This design comes from an exercise in tuning for small area, a short achievable clock period and few clock cycles per item on the open sky130 flow, not from production work.
The RTL was checked by simulation tests, not by an equivalence proof against the original design.
No activity file was given, so power comes from the tool's default toggle rates.

==> flow/design.v, too long to show whole: its modules and the start of the top module <==
// module math_core_alu: 708 lines
module math_core_alu #(
    parameter int DW = 32,
    parameter int CW = 32
) (
    input  logic          clk,
    input  logic          rst,
    input  logic [0:1]    mode,
    input  logic          in_valid,
    output logic          in_ready,
    input  logic [0:DW-1] ain,
    input  logic [0:DW-1] bin,
    output logic          out_valid,
    input  logic          out_ready,
    output logic [0:DW-1] result,
    output logic          ovf,
    output logic [0:CW-1] statistic,
    input  logic          stat_ld,
    input  logic [0:CW-1] stat_din,
    input  logic          flush,
    output logic          busy
);
  // ...
==> flow/flow/run.sh <==
#!/bin/bash
# The standard layout, with plain buf_1 port buffers and a tighter setup target
# for timing repair; the log of the whole make run goes to standard.log.
bash standard.sh BUFFER_PORTS_ARGS="-buffer_cell sky130_fd_sc_hd__buf_1" SETUP_SLACK_MARGIN=5.2 finish > standard.log 2>&1
==> flow/standard.sh <==
#!/bin/bash
# synth_recipe.tcl (not shown) runs the flow's synth.tcl, then flattens the netlist and writes it again
# the make line also repeats each setting of config.mk as NAME=value (left out here)
make -C /OpenROAD-flow-scripts/flow DESIGN_CONFIG=/design/flow/config.mk WORK_HOME=/design/flow/orfs CLKGATE_MAP_FILE= SYNTH_SCRIPT=/design/flow/synth_recipe.tcl "${@:-finish}"
==> flow/config.mk <==
export PLATFORM = sky130hd
export DESIGN_NAME = math_core_alu
export DESIGN_NICKNAME = math_core_alu
export VERILOG_FILES = /design/flow/design.v
export SDC_FILE = /design/flow/constraint.sdc
export NUM_CORES = 4
export LEC_CHECK = 0
export ABC_AREA = 1
export CAP_MARGIN = 20
export CORE_MARGIN = 2
export CORE_UTILIZATION = 40
export SLEW_MARGIN = 20
==> flow/constraint.sdc <==
create_clock -name core_clock -period 10.0 [get_ports {clk}]
set_input_delay 2.0000 -clock core_clock [delete_from_list [all_inputs] [get_ports {clk}]]
set_output_delay 2.0000 -clock core_clock [all_outputs]
set_load 0.01 [all_outputs]
==> metrics.md, run 1 <==
| Metric | Value |
|---|---|
| Post-synth top area share | `a little over a fifth` |
| I/O pins | `~170` |
| Most frequent cells after synthesis | `nand2_1, xor2_1, inv_1` |
| Clk buf depth | `3` |
| Biggest regs | `a1 (32), a3_1 (32), r_stat (32)` |
| Critical Path Start Type | `register` |
| Comb power | `roughly 5.2 mW` |
| Async SR Flop Fraction | `17.3%` |
| Synth cell types | `78` |
| Avg Synthesized Cell Area | `7.46 um2` |
| Initial antenna violation count | `1` |
| Inverter count | `336` |
| Row cnt | `roughly 90` |
| Die Footprint | `about 62000 um2` |
| Final wirelength | `96400 um` |
| Max_cap viols | `0` |
| DRC errors left | `0` |
| Part of the Yosys area used for sequential elements | `~25%` |
| Sequential fraction of design power | `18.1%` |
| Worst hold path class | `reg2reg` |
| Relative slew slack | `between 20% and 30%` |
| Synth Warn # | `1` |
| Clock Sinks | `about 200` |
| P_int | `3.58 mW` |
| Worst path depth | `20` |
| WP data arrival | `slightly above 5 ns` |
| Setup Viol. Count Final | `0` |
| Multi-input gates | `~2500` |
| Clk_buf instances | `27` |
| Chip Height | `approximately 250 um` |
| Min-delay src | `v1$_DFF_PN0_` |
| Largest family of logic cells by synthesized area | `compound AO/OA/AOI/OAI gates` |
| TritonRoute pass-1 iters | `9` |
| Highest-power group | `combinational logic` |
| Placer congestion estimate | `around 1.0` |
| Most used cell, CP | `nand2_1` |
| Met2 WL post-DR | `approximately 38000 um` |
| Grt ovf | `0` |
| Largest cells by area after synthesis | `edfxtp_1, xor2_1, nand2_1` |
| Run status | `finished clean` |
Testbench counts, summed over its fixed seeds: cycles 16,016, items 16,000.
==> run 2: changes to the inputs <==
--- a/flow/design.v
+++ b/flow/design.v
@@ -22,17 +22,17 @@
     logic [31:0]   a1;
     logic [31:0]   b1;
     logic [32:1]   a3_1;
     logic [10:0]   bs1_1, bs2_1, bs3_1, bs4_1;
     logic [9:0]    bneg_1;
     logic          bgt_1;            
     logic [1:0]    m1;
     logic          v1;
-    localparam int K = 24;
+    localparam int K = 20;
     logic [31:K]   s2;
     logic [31:K]   c2;
     logic [K-1:0]  lo2;
     logic          ck2;
     logic          k1_2;
     logic          k2_2;
     logic          mulp2;
     logic [2-1:0] l32_2;
==> run 2 against run 1 <==
Effect of this change: still clean; area after synthesis is 0.72% lower; worst hold slack better by 0.0038 ns; cell count about the same; clock power grew 2.9%; global-route usage shrank 0.46 points; via count grew 0.47%; combinational power is 2% lower; synthesized cell count rose by 0.44%; die area shrank 0.71%; routed wire length decreased by 2.2%; final area decreased by 1.3%; critical path depth decreased by 6; critical path type is now reg2out; critical endpoint is now result[0].
==> metrics.md, run 2 <==
| Metric | Value |
|---|---|
| Biggest regs | `a1 (32), a3_1 (32), r_stat (32) (unchanged)` |
| Post-DRT Antenna Nets | `0 (unchanged)` |
| Final-stage net count | `3547 (was 3546)` |
| Adder-Cell Fraction of Synth Area | `7.19% (was 7.23%)` |
| Most used cell, CP | `a21oi_1 (was nand2_1)` |
| Relative slew slack | `32.5% (was 26.4%)` |
| FMAX | `209 MHz (was 206 MHz)` |
| Largest net degree at the start of global routing | `62 (was 65)` |
| Root buffer cell | `clkbuf_16 (unchanged)` |
| Slew Viols, Final | `0 (unchanged)` |
| Commonest non-fill, non-tap cell in the layout | `nand2_1 (unchanged)` |
| CTS Buf Count | `28 (was 25)` |
| Initial antenna violation count | `2 (was 1)` |
| Via count | `24500 (was 24300)` |
| Vias in the first global route | `22500 (was 22300)` |
| CP peak stage delay | `0.44 ns (was 0.55 ns)` |
| Simple-Gate Fraction of Synth Area | `20.3% (was 20.5%)` |
| Final wirelength | `94300 um (was 96400 um)` |
| Grt ovf | `0 (unchanged)` |
| Starting Density | `40.2% (was 40.4%)` |
| Final period util | `47.8% (was 48.6%)` |
| H-tree depth | `1 (unchanged)` |
| Largest family of logic cells by synthesized area | `compound AO/OA/AOI/OAI gates (unchanged)` |
| Synth cell types | `67 (was 78)` |
| Clock Skew | `0.0189 ns (was 0.0116 ns)` |
| Most frequent cells in the layout | `nand2_1, xor2_1, inv_1, nor2_1, o22ai_1 (was nand2_1, xor2_1, inv_1, o22ai_1, nor2_1)` |
| Compound-Gate Fraction of Synth Area | `21.3% (about the same)` |
| Post-DP HPWL | `69400 um (was 69900 um)` |
| Area Overhead vs Synth | `11.1% (was 11.7%)` |
| Fin. Hold Viols | `0 (unchanged)` |
| Syn nets | `3439 (was 3425)` |
| Post-synth EDFFs | `171 (was 167)` |
| Worst hold path class | `reg2reg (unchanged)` |
| Post-layout min period | `4.78 ns (was 4.86 ns)` |
| Max_cap viols | `0 (unchanged)` |
| Async SR Flop Fraction | `17.0% (was 17.3%)` |
| Routed len/inst | `23.0 um (was 23.5 um)` |
| Worst-margin pin slew | `1.01 ns (was 1.09 ns)` |
| CP Launch Point | `ck2$_DFFE_PN_ (was a1[20]$_DFFE_PN_)` |
| Synth Warn # | `1 (unchanged)` |
| Chip Height | `247 um (was 248 um)` |
| Crit. End Element | `output port (was register)` |
| Multi-input logic area | `15700 um2 (was 16000 um2)` |
| FF/Latch Area | `6010 um2 (was 5890 um2)` |
| WP data arrival | `2.78 ns (was 5.18 ns)` |
| First-pass GRT wire length | `139000 um (was 140000 um)` |
| Filler cell count | `6111 (was 6033)` |
| Pwr per Cell Area | `283 nW/um2 (was 281 nW/um2)` |
| Worst-Skew Late Latency | `0.58 ns (about the same)` |
| CP max FO | `2 (was 13)` |
| Core area | `58800 um2 (was 58900 um2)` |
| Setup Viol. Count Final | `0 (unchanged)` |
| Iteration-0 DRC Markers | `3057 (was 2888)` |
| Final Util | `44.7% (was 45.2%)` |
| RSZ-0062 raised after global routing | `true (unchanged)` |
| Clock Sinks | `206 (was 202)` |
| Setup TNS | `0 ns (unchanged)` |
| Post-Synthesis Cells | `3209 (was 3195)` |
| TritonRoute pass-1 iters | `8 (was 9)` |
| Critical Path Start Type | `register (unchanged)` |
| Required time worst endpoint | `8.00 ns (was 10.33 ns)` |
| Crit-path cells | `inv_1 -> fa_2 -> o21ai_2 -> a21oi_1 -> inv_1 -> a21oi_2 -> o21ai_2 -> a21oi_1 -> o21bai_1 -> a21oi_1 -> nor2_1 -> nor2_1 -> xor2_1 -> buf_2 (was inv_1 -> o22ai_1 -> nor2_1 -> xor2_1 -> xnor2_1 -> or2_1 -> nand2_1 -> nand3b_1 -> nand2_1 -> xnor2_1 -> xor2_1 -> or2_1 -> nand2_1 -> nand2_1 -> a31oi_1 -> ha_1 -> a21oi_1 -> o21ai_0 -> o21bai_1 -> xor2_1)` |
| Port Buffers | `171 (unchanged)` |
| Avg Synthesized Cell Area | `7.37 um2 (was 7.46 um2)` |
| Antenna diodes | `0 (was 1)` |
| DRC errors left | `0 (unchanged)` |
| Die Footprint | `61100 um2 (was 61500 um2)` |
| Top FF cell, synth | `edfxtp_1 (unchanged)` |
| Placer congestion estimate | `1.04 (was 1.01)` |
| DIE WIDTH | `247 um (was 248 um)` |
| Run status | `finished clean (unchanged)` |
| Area of the mapped netlist | `23700 um2 (was 23800 um2)` |
| Count leader, synth | `nand2_1 (unchanged)` |
| Row cnt | `89 (unchanged)` |
| Vias/cell | `5.95 (was 5.92)` |
| Top cell type by total area after synthesis | `edfxtp_1 (unchanged)` |
| Post-synth top area share | `21.7% (was 21.0%)` |
| Part of the Yosys area used for sequential elements | `25.4% (was 24.7%)` |
| Flops & latches, synth | `206 (was 202)` |
| Synth Area in XOR/XNOR | `16.7% (was 16.8%)` |
| Largest cells by area after synthesis | `edfxtp_1, xor2_1, nand2_1 (unchanged)` |
| Peak VDD IR | `0.164 mV (was 0.196 mV)` |
| Min-delay src | `v1$_DFF_PN0_ (unchanged)` |
| Multiplexer share of the synthesized area | `0.127% (was 0.131%)` |
| Slowest CP cell | `edfxtp_1 (unchanged)` |
| CTS tree | `yes (unchanged)` |
| RR Startpoint | `bs3_1[2]$_DFFE_PN_ (was a1[20]$_DFFE_PN_)` |
| Most frequent cells after synthesis | `nand2_1, xor2_1, inv_1 (unchanged)` |
| Crit path kind | `reg2out (was reg2reg)` |
| Leakage | `11.4 nW (was 11.6 nW)` |
| Global Route Usage Sum | `30.0% (was 30.5%)` |
| Clk slew on worst S/H paths | `0.06 ns (about the same)` |
| Share of layout cells above drive strength 1 | `8.04% (was 10.1%)` |
| I/O pins | `172 (unchanged)` |
| Clk buf depth | `3 (unchanged)` |
==> run 2: cell count changes after synthesis, sizes merged, moves of 7 or more <==
cell / change
o21ai: +8
nand3: +11
nor2: +29
buf: -11
clkbuf: +8
clkinv: +12
nand2: -50
a21oi: -7
==> run 2: per-stage QoR <==
step	power [mW]	instance area (um2)	hold WS, ns	cells	worst slack, ns
after CTS	7.27	25800	0.547	4081	5.09
after global placement	6.19	24700	0.526	4013	4.68
final	7.44	26300	0.542	4108	5.22
after floorplan	4.97	23700	0.488	3209	5.37
after global routing	8.08	26300	0.586	4108	5.01
after detailed placement	6.22	24700	0.532	4013	4.64
==> run 2: worst paths after layout <==
| check | to | slack, ns | cells past startpoint |
|---|---|---|---|
| max in group asynchronous | full$_DFF_PN0_ | 7.86 | 1 |
| hold / removal | v2$_DFF_PN0_ | 0.54 | 2 |
| hold reg to reg | v2$_DFF_PN0_ | 0.54 | 2 |
| setup / recovery | result[0] | 5.22 | 14 |
| min in group asynchronous | r_stat[10]$_DFFE_PN0P_ | 1.55 | 1 |
| setup reg to reg | lo2[19]$_DFFE_PN_ | 5.28 | 21 |
==> run 2: what timing repair did <==
action,in CTS,in global routing
resized for setup,38,74
hold buffers,0,0
setup buffers,19,21
setup endpoints to repair,14,19
pin swaps,8,6
gates cloned,1,6
==> run 2: kinds of logic after synthesis <==
logic type | Yosys count
adder cells (fa/ha/maj) | 136
XOR/XNOR | 447
multiplexers | 3
buffers and inverters | 518
flip-flops | 206
AND/OR/NAND/NOR | 1114
AO/OA/AOI/OAI | 785
==> run 2: worst max-delay path, delay by kind of cell (launching register included) <==
family          cells  cell delay (ns)
flops               1             0.44
xor+xnor            1             0.13
buf+inv             3             0.30
simple gates        2             0.14
compound gates      7             0.84
fa+ha+maj           1             0.36
==> run 2: power by group <==
group | total, mW | internal [mW] | switching [mW]
registers | 1.41 | 1.19 | 0.218
clock network | 0.923 | 0.524 | 0.399
logic | 5.11 | 1.88 | 3.24
==> run 2: layer usage <==
| layer | global-route usage (%) | wire (um) |
|---|---|---|
| met1 | 39.6 | 38000 |
| met2 | 43.7 | 38100 |
| met3 | 11.0 | 12300 |
| met4 | 13.3 | 5710 |
| met5 | 0.245 | 92 |
==> run 2: cell type report <==
cell class	instances	share of cell area, %
Tap cell	773	3.68
Multi-Input combinational cell	2485	59.9
Inverter	345	5.36
Clock inverter	17	0.376
Sequential cell	206	22.9
Timing Repair Buffer	244	4.87
Clock buffer	31	2.79
Timing Repair inverter	7	0.148
Testbench counts of run 2, summed over its fixed seeds: cycles 16,016, items 16,000.
==> run 3: changes to the inputs <==
--- a/flow/config.mk
+++ b/flow/config.mk
@@ -9,4 +9,6 @@
 export CAP_MARGIN = 20
 export CORE_MARGIN = 2
 export CORE_UTILIZATION = 40
+export CTS_CLUSTER_DIAMETER = 100
+export CTS_CLUSTER_SIZE = 30
 export SLEW_MARGIN = 20
==> run 3 against run 2 <==
Effect of this change: largest power group unchanged; non-clock buffer count grew 20; final area shrank 0.72%; cell count shrank 0.12%; via count is essentially flat; critical path depth is the same; still clean; sequential power is essentially flat; sequential share of layout area grew 0.17 points; highest routed layer unchanged; global-route usage shrank 0.11 points; sequential cell count is the same; critical path type unchanged; first-iteration DRC count grew 7.6%.
==> metrics.md, run 3 <==
| Metric | Value |
|---|---|
| Run status | `finished clean (unchanged)` |
| Final-stage net count | `3551 (was 3547)` |
| Leakage | `11.3 nW (was 11.4 nW)` |
| Post-synth top area share | `21.7% (unchanged)` |
| Flops & latches, synth | `206 (unchanged)` |
| Setup TNS | `0 ns (unchanged)` |
| CTS tree | `yes (unchanged)` |
| Most frequent cells in the layout | `nand2_1, xor2_1, inv_1, nor2_1, o22ai_1 (unchanged)` |
| Slowest CP cell | `edfxtp_1 (unchanged)` |
| WP data arrival | `2.76 ns (was 2.78 ns)` |
| Commonest non-fill, non-tap cell in the layout | `nand2_1 (unchanged)` |
| Post-Synthesis Cells | `3209 (unchanged)` |
| I/O pins | `172 (unchanged)` |
| Clk buf depth | `3 (unchanged)` |
| Sw power | `3.79 mW (was 3.86 mW)` |
| Min-Delay Endpoint | `v2$_DFF_PN0_ (unchanged)` |
| Share of layout cells above drive strength 1 | `8.26% (was 8.04%)` |
| Post-DRT Antenna Nets | `0 (unchanged)` |
| DIE WIDTH | `247 um (unchanged)` |
| CTS Buf Count | `13 (was 28)` |
| Crit-path leading delay family | `compound AO/OA/AOI/OAI gates (unchanged)` |
| Final wirelength | `94400 um (was 94300 um)` |
| Part of the Yosys area used for sequential elements | `25.4% (unchanged)` |
| Top FF cell, synth | `edfxtp_1 (unchanged)` |
| Vias in the first global route | `22300 (was 22500)` |
| Largest cells by area after synthesis | `edfxtp_1, xor2_1, nand2_1 (unchanged)` |
| Vias/cell | `5.95 (about the same)` |
| Via count | `24400 (was 24500)` |
| Clk slew on worst S/H paths | `0.11 ns (was 0.06 ns)` |
| Worst-margin pin slew | `1.01 ns (about the same)` |
| Area of the mapped netlist | `23700 um2 (unchanged)` |
| Most frequent cells after synthesis | `nand2_1, xor2_1, inv_1 (unchanged)` |
| Min-delay src | `v1$_DFF_PN0_ (unchanged)` |
| Chip Height | `247 um (unchanged)` |
| Synth cell types | `67 (unchanged)` |
| Design Area, Final | `26100 um2 (was 26300 um2)` |
| Biggest regs | `a1 (32), a3_1 (32), r_stat (32) (unchanged)` |
| Most used cell, CP | `a21oi_2 (was a21oi_1)` |
| Max_cap viols | `0 (unchanged)` |
| Row cnt | `89 (unchanged)` |
| Slew Viols, Final | `0 (unchanged)` |
| Grt ovf | `0 (unchanged)` |
| Count leader, synth | `nand2_1 (unchanged)` |
| Avg Synthesized Cell Area | `7.37 um2 (unchanged)` |
| Hold Path Depth | `2 (unchanged)` |
| R2r setup slk | `5.25 ns (was 5.28 ns)` |
| Clock network power share | `8.1% (was 12.4%)` |
| Required time worst endpoint | `8.00 ns (about the same)` |
| Starting Density | `40.2% (unchanged)` |
| Worst hold path class | `reg2reg (unchanged)` |
| Post-DP HPWL | `69400 um (unchanged)` |
| P_int | `3.33 mW (was 3.59 mW)` |
| Initial antenna violation count | `3 (was 2)` |
| Clock Sinks | `206 (unchanged)` |
| Syn nets | `3439 (unchanged)` |
| Pwr per Cell Area | `273 nW/um2 (was 283 nW/um2)` |
| Final period util | `47.6% (was 47.8%)` |
| Sequential fraction of design power | `19.6% (was 18.9%)` |
| Placer congestion estimate | `1.04 (unchanged)` |
| Worst r2r path cells | `26 (was 21)` |
| TritonRoute pass-1 iters | `9 (was 8)` |
| Setup Viol. Count Final | `0 (unchanged)` |
| Fin. Hold Viols | `0 (unchanged)` |
| Peak VDD IR | `0.187 mV (was 0.164 mV)` |
| Top cell type by total area after synthesis | `edfxtp_1 (unchanged)` |
| Relative slew slack | `32.7% (was 32.5%)` |
| Crit. End Element | `output port (unchanged)` |
| Area Overhead vs Synth | `10.3% (was 11.1%)` |
| Iteration-0 DRC Markers | `3288 (was 3057)` |
| Cell Area, Placed | `24700 um2 (unchanged)` |
| Post-layout min period | `4.76 ns (was 4.78 ns)` |
| Pre-CTS setup slack | `4.64 ns (unchanged)` |
| Die Footprint | `61100 um2 (unchanged)` |
| Worst-Skew Late Latency | `0.55 ns (was 0.58 ns)` |
| RR Startpoint | `bs1_1[0]$_DFFE_PN_ (was bs3_1[2]$_DFFE_PN_)` |
| Worst Path Buf+Inv | `2 (was 3)` |
| Global Route Usage Sum | `29.9% (was 30.0%)` |
| Async SR Flop Fraction | `17.0% (unchanged)` |
| Port Buffers | `171 (unchanged)` |
| Post-synth EDFFs | `171 (unchanged)` |
| Synth Warn # | `1 (unchanged)` |
| CP max FO | `4 (was 2)` |
| H-tree depth | `1 (unchanged)` |
| Core area | `58800 um2 (unchanged)` |
| Crit path kind | `reg2out (unchanged)` |
| RSZ-0062 raised after global routing | `true (unchanged)` |
| Slack of the critical path | `5.24 ns (was 5.22 ns)` |
| DRC errors left | `0 (unchanged)` |
| Worst r2r dst | `lo2[19]$_DFFE_PN_ (unchanged)` |
| FMAX | `210 MHz (was 209 MHz)` |
| Largest net degree at the start of global routing | `62 (unchanged)` |
| Root buffer cell | `clkbuf_16 (unchanged)` |
| Critical Path Start Type | `register (unchanged)` |
| Net Sw Frac | `53.3% (was 51.8%)` |
| Routed len/inst | `23.0 um (about the same)` |
| Crit-path cells | `ha_4 -> a21oi_2 -> o21ai_2 -> a21oi_2 -> inv_1 -> a21oi_2 -> o21ai_2 -> a21oi_1 -> o21bai_1 -> a21oi_1 -> nor2_1 -> nor2_1 -> xor2_1 -> buf_2 (was inv_1 -> fa_2 -> o21ai_2 -> a21oi_1 -> inv_1 -> a21oi_2 -> o21ai_2 -> a21oi_1 -> o21bai_1 -> a21oi_1 -> nor2_1 -> nor2_1 -> xor2_1 -> buf_2)` |
| Fin Hold WS | `0.551 ns (was 0.542 ns)` |
| CP peak stage delay | `0.42 ns (was 0.44 ns)` |
| First-pass GRT wire length | `139000 um (about the same)` |
| Clock Skew | `0.0697 ns (was 0.0189 ns)` |
| Power share of the combinational group | `72.3% (was 68.7%)` |
==> run 3: changes by cell type in the layout (fill, tap and decap cells not counted), moves of 3 or more <==
cell / previous run / this run
buf_4: 63 / 81
clkbuf_16: 29 / 14
clkinv_2: 14 / 7
a221oi_1: 115 / 109
a221oi_2: 2 / 8
a21oi_2: 11 / 15
inv_6: 7 / 3
a21oi_1: 146 / 143
==> run 3: area by class of cell <==
class	instances	area [um2]
flip-flops and latches	206	6010
repair inverters	6	30.0
fillers	6136	32700
clock buffers	14	329
repair buffers	264	1470
inverters	345	1410
multi-input cells	2485	15800
clock inverters	8	67.6
diodes	2	5.00
well taps	773	967
==> run 3: through the flow <==
stage               cells  util (%)  power [mW]
floorplan            3209         -        4.97
global placement     4013      42.0        6.19
detailed placement   4013      42.0        6.22
CTS                  4061      43.3        6.91
global route         4101      44.4        7.74
finish               4103      44.4        7.12
==> run 3: how the worst max path moves through the flow <==
stage,endpoint,cells past startpoint,slack [ns],from
after floorplan,a3_1[29]$_DFFE_PN_,21,5.37,ain[31]
after global placement,a3_1[29]$_DFFE_PN_,22,4.68,ain[30]
after detailed placement,a3_1[29]$_DFFE_PN_,22,4.64,ain[30]
after CTS,ovf,16,5.18,c2[21]$_DFFE_PN_
after global routing,lo2[19]$_DFFE_PN_,26,5.01,bs1_1[0]$_DFFE_PN_
final,result[0],14,5.24,s2[22]$_DFFE_PN_
==> run 3: cell families after synthesis <==
kind of cell / synth area share (%)
mux: 0.127
simple gates: 20.3
compound gates: 21.3
flops: 25.4
buf+inv: 9.00
fa+ha+maj: 7.19
xor+xnor: 16.7
==> run 3: timing repair <==
action / 4_1_cts / 5_1_grt
pin swaps: 11 / 23
hold buffers: 0 / 0
cloned: 2 / 5
endpoints found under the setup margin: 13 / 17
gates resized for setup: 44 / 76
setup buffers: 24 / 35
endpoints found under the hold margin: 0 / 0
==> run 3: routing by layer <==
metal | part of all wire [%] | global-route usage [%]
met1 | 41 | 40.1
met2 | 40 | 43.6
met5 | 0.093 | 0.245
met4 | 6.3 | 12.8
met3 | 13 | 10.1
==> run 3: worst reg2reg max path, stage by stage (launching register included) <==
cell       delay (ns)
edfxtp_1         0.46
bufinv_16        0.32
o22ai_1          0.13
a221oi_2         0.34
xor2_2           0.28
xnor2_1          0.17
or2_2            0.16
nand2_1          0.06
or2_2            0.30
nand3b_1         0.16
nand2_1          0.08
xor2_1           0.15
or2_2            0.29
nand2_1          0.07
o211ai_1         0.08
inv_1            0.09
ha_2             0.31
a21oi_1          0.19
o221ai_2         0.14
nand3_1          0.09
nand2_1          0.07
nand3_1          0.07
nand2_1          0.08
a21oi_1          0.13
nor2_1           0.05
nor2_1           0.11
xor2_1           0.08
==> run 3: power by group through the flow <==
stage                     Combinational (mW)  Sequential, mW  Clock [mW]
after CTS                               4.94            1.38       0.585
after floorplan                         3.67            1.30           0
after global placement                  4.78            1.41           0
after global routing                    5.72            1.40       0.612
after detailed placement                4.81            1.41           0
final                                   5.15            1.40       0.574

[separate check: timing with driven ports]
The flow's constraints put no driver on any port. The routed layouts listed below were extracted and timed again, unchanged, in two steps.
Step 1: set_driving_cell puts a clkbuf_16 on clk and a buf_2 on each other input, an assumption about the parent block.
Step 2 moves the port delays by t, midway between the first and last clock arrival at a register: inputs arrive t later, outputs are due t later. That takes back most of the time a late clock gives input paths.
a / b / c = no drivers / after step 1 / after step 2; a / b = the first two.
run	t, ns	setup slack, ns	hold WS [ns]	worst setup path at the end
run 1	0.640	5.145 / 5.145 / 4.962	0.538 / 0.538 / 0.538	input to register
run 2	0.635	5.223 / 5.161 / 4.929	0.542 / 0.542 / 0.542	input to register
run 3	0.576	5.242 / 5.180 / 4.985	0.551 / 0.551 / 0.551	input to register
After both steps every run listed still meets setup and hold. The setup slack of run 2, which loses most, moves by -0.062 ns with the drivers and by -0.294 ns with both steps.
